This design comes from an exercise in tuning for small area, a short achievable clock period and few clock cycles per item on the open sky130 flow, not from production work. No activity file was given, so power comes from the tool's default toggle rates.

== the previous run ==
==> flow/design.v <==
`timescale 1ns/10ps
`default_nettype none
module add_unit (
  input  logic               clk,
  input  logic               rst_n,
  input  logic               step_b,
  input  logic [2:0]         wr_dest,
  input  logic [32-1:0] rd_data,
  output logic [32-1:0] sum,
  output logic               cdb_valid,
  output logic [2:0]         cdb_dest,
  output logic [32-1:0] cdb_data
);
  logic [32-1:0] acc_q;
  assign sum = (step_b ? acc_q : '0) + rd_data;
  always_ff @(posedge clk) begin
    acc_q    <= sum;
    cdb_dest <= wr_dest;
  end
  always_ff @(posedge clk) begin
    if (!rst_n) cdb_valid <= 1'b0;
    else cdb_valid <= step_b;
  end
  assign cdb_data = acc_q;
endmodule
`default_nettype wire
`timescale 1ns/10ps
`default_nettype none
module reg_file (
  input  logic               clk,
  input  logic               rst_n,
  input  logic               wr_en,
  input  logic [2:0]         wr_dest,
  input  logic [32-1:0] wr_data,
  input  logic [8-2:0] rd_sel,
  output logic [32-1:0] rd_data,
  input  logic [2:0]         dbg_sel,
  output logic [32-1:0] dbg_data
);
  logic [32-1:0] regs [1:8-1];
  logic [32-1:0] wd;
  always_comb begin
    rd_data = '0;
    for (int i = 1; i < 8; i++) rd_data |= rd_sel[i-1] ? regs[i] : '0;
  end
  assign dbg_data = (dbg_sel == '0) ? '0 : regs[dbg_sel];
  assign wd = rst_n ? wr_data : 32'(1);
  always_ff @(posedge clk) begin
    for (int i = 1; i < 8; i++) begin
      if (!rst_n || (wr_en && wr_dest == 3'(i))) regs[i] <= wd;
    end
  end
endmodule
`default_nettype wire
`timescale 1ns/10ps
`default_nettype none
module issue_ctrl (
  input  logic                 clk,
  input  logic                 rst_n,
  input  logic                 instr_req,
  input  logic [11:0]          instr,
  output logic                 instr_ack,
  output logic [8-2:0] rd_sel,
  output logic                 step_a,
  output logic                 step_b,
  output logic [2:0]           wr_dest
);
  localparam logic [2:0] OP_ADDF = 3'b011;
  logic       req_q;
  logic       new_req;
  logic [2:0] b_q;
  logic [8-2:0] a_oh;
  logic [8-2:0] b_oh;
  always_comb begin
    for (int i = 1; i < 8; i++) begin
      a_oh[i-1] = (instr[5:3] == 3'(i));
      b_oh[i-1] = (b_q == 3'(i));
    end
  end
  assign instr_ack = instr_req;
  assign new_req   = instr_req && !req_q;
  always_ff @(posedge clk) req_q <= instr_req;
  always_ff @(posedge clk) begin
    if (!rst_n) begin
      step_a <= 1'b0;
      step_b <= 1'b0;
    end else begin
      step_a <= new_req && (instr[11:9] == OP_ADDF);
      step_b <= step_a;
    end
  end
  always_ff @(posedge clk) begin
    if (new_req) begin
      b_q     <= instr[2:0];
      wr_dest <= instr[8:6];
    end
  end
  always_ff @(posedge clk) begin
    rd_sel <= new_req ? a_oh : b_oh;
  end
endmodule
`default_nettype wire
`timescale 1ns/10ps
`default_nettype none
module tomasulo_core (
  input  logic               clk,
  input  logic               rst_n,
  input  logic               instr_req,
  input  logic [11:0]        instr,
  output logic               instr_ack,
  output logic               cdb_valid,
  output logic [2:0]         cdb_dest,
  output logic [32-1:0] cdb_data,
  input  logic [2:0]         dbg_sel,
  output logic [32-1:0] dbg_data
);
  logic [8-2:0] rd_sel;
  logic [32-1:0] rd_data;
  logic               step_a;
  logic               step_b;
  logic [2:0]         wr_dest;
  logic [32-1:0] sum;
  issue_ctrl issue_ctrl_inst (
    .clk       (clk),
    .rst_n     (rst_n),
    .instr_req (instr_req),
    .instr     (instr),
    .instr_ack (instr_ack),
    .rd_sel    (rd_sel),
    .step_a    (step_a),
    .step_b    (step_b),
    .wr_dest   (wr_dest)
  );
  reg_file reg_file_inst (
    .clk      (clk),
    .rst_n    (rst_n),
    .wr_en    (step_b),
    .wr_dest  (wr_dest),
    .wr_data  (sum),
    .rd_sel   (rd_sel),
    .rd_data  (rd_data),
    .dbg_sel  (dbg_sel),
    .dbg_data (dbg_data)
  );
  add_unit add_unit_inst (
    .clk       (clk),
    .rst_n     (rst_n),
    .step_b    (step_b),
    .wr_dest   (wr_dest),
    .rd_data   (rd_data),
    .sum       (sum),
    .cdb_valid (cdb_valid),
    .cdb_dest  (cdb_dest),
    .cdb_data  (cdb_data)
  );
endmodule
`default_nettype wire
export LEC_CHECK = 0
export CAP_MARGIN = 20
export CORE_MARGIN = 2
export CORE_UTILIZATION = 60
export SETUP_SLACK_MARGIN = 1.5
export SLEW_MARGIN = 20
create_clock -name core_clock -period 5.0 [get_ports {clk}]
run.sh (not shown) runs the stock make flow with config.mk's settings and CLKGATE_MAP_FILE= SYNTH_SCRIPT=/design/flow/synth_recipe.tcl, a recipe that flattens the netlist after the stock synthesis.
The previous run went all the way through the flow, and no timing, DRC or antenna check failed.
Modified inputs, the current run compared to the previous run
--- a/flow/design.v
+++ b/flow/design.v
@@ -11,9 +11,13 @@
   output logic [2:0]         cdb_dest,
   output logic [32-1:0] cdb_data
 );
   logic [32-1:0] acc_q;
-  assign sum = (step_b ? acc_q : '0) + rd_data;
+  prefix_add #(.W(32)) adder_inst (
+    .a   (step_b ? acc_q : '0),
+    .b   (rd_data),
+    .sum (sum)
+  );
   always_ff @(posedge clk) begin
     acc_q    <= sum;
     cdb_dest <= wr_dest;
   end
@@ -21,8 +25,36 @@
     if (!rst_n) cdb_valid <= 1'b0;
     else cdb_valid <= step_b;
   end
   assign cdb_data = acc_q;
+endmodule
+module prefix_add #(
+  parameter int W = 32
+) (
+  input  logic [W-1:0] a,
+  input  logic [W-1:0] b,
+  output logic [W-1:0] sum
+);
+  localparam int L = $clog2(W);
+  logic [W-1:0] g [L+1];
+  logic [W-1:0] p [L+1];
+  always_comb begin
+    g[0] = a & b;
+    p[0] = a ^ b;
+    for (int l = 0; l < L; l++) begin
+      for (int i = 0; i < W; i++) begin
+        if ((i >> l) & 1) begin
+          g[l+1][i] = g[l][i] | (p[l][i] & g[l][((i >> l) << l) - 1]);
+          p[l+1][i] = p[l][i] & p[l][((i >> l) << l) - 1];
+        end else begin
+          g[l+1][i] = g[l][i];
+          p[l+1][i] = p[l][i];
+        end
+      end
+    end
+    sum[0] = p[0][0];
+    for (int i = 1; i < W; i++) sum[i] = p[0][i] ^ g[L][i-1];
+  end
 endmodule
 `default_nettype wire
 `timescale 1ns/10ps
 `default_nettype none
@@ -42,9 +74,14 @@
   always_comb begin
     rd_data = '0;
     for (int i = 1; i < 8; i++) rd_data |= rd_sel[i-1] ? regs[i] : '0;
   end
-  assign dbg_data = (dbg_sel == '0) ? '0 : regs[dbg_sel];
+  logic [8-2:0] dbg_oh;
+  always_comb begin
+    for (int i = 1; i < 8; i++) dbg_oh[i-1] = (dbg_sel == 3'(i));
+    dbg_data = '0;
+    for (int i = 1; i < 8; i++) dbg_data |= dbg_oh[i-1] ? regs[i] : '0;
+  end
   assign wd = rst_n ? wr_data : 32'(1);
   always_ff @(posedge clk) begin
     for (int i = 1; i < 8; i++) begin
       if (!rst_n || (wr_en && wr_dest == 3'(i))) regs[i] <= wd;
==> results.txt <==
Summary: register-to-register slack, the current run worse than the previous run
Looking only at global-route wire length before repair, and setting everything else aside, the lower value of the previous run and the current run goes to the current run.
The current run vs. the previous run: floorplan die width decreased 6.0 um; fill cell instance count of the final layout decreased about 12%; switching component of the power decreased about 11%; adder and majority gate portion of the synthesized area increased 0.60 points.
Diff the previous run and the current run: signal arrival time at the worst endpoint higher in the current run
Summary of the current run over the previous run: total non-filler cell area in the finished layout lower; combinational group power lower; final instance count without filler cells lower; design internal power lower; diode insertion count for antenna repair roughly the same.
No functional check of the RTL was part of any run of this note.

-- re-timing with driven ports --
How much do the figures lean on ideal ports? The routed layouts below were timed once more, with nothing changed but the port constraints. Step 1: set_driving_cell puts a clkbuf_16 on clk and a buf_2 on each other input, an assumption about the parent block. Step 2, shift: input delay + t, output delay - t, t = (earliest + latest rising clock arrival at the registers) / 2. This alone moves slack from input paths to output paths. Three values: ideal, step 1, step 2; two values: the first two.
| run | shift t [ns] | setup slack, ns | worst hold slack (ns) | worst setup path at the end | worst slew at a driven data input, ns |
|---|---|---|---|---|---|
| the previous run | 0.591 | 1.540 / 1.412 / 1.412 | 0.399 / 0.399 / 0.399 | input to output | 0.15 |
| the current run | 0.589 | 1.429 / 1.429 / 1.429 | 0.411 / 0.411 / 0.411 | register to register | 0.09 |
After both steps every run listed still meets setup and hold. For the previous run, which loses most, drivers alone change the setup slack by -0.128 ns; drivers and shift together by -0.128 ns.
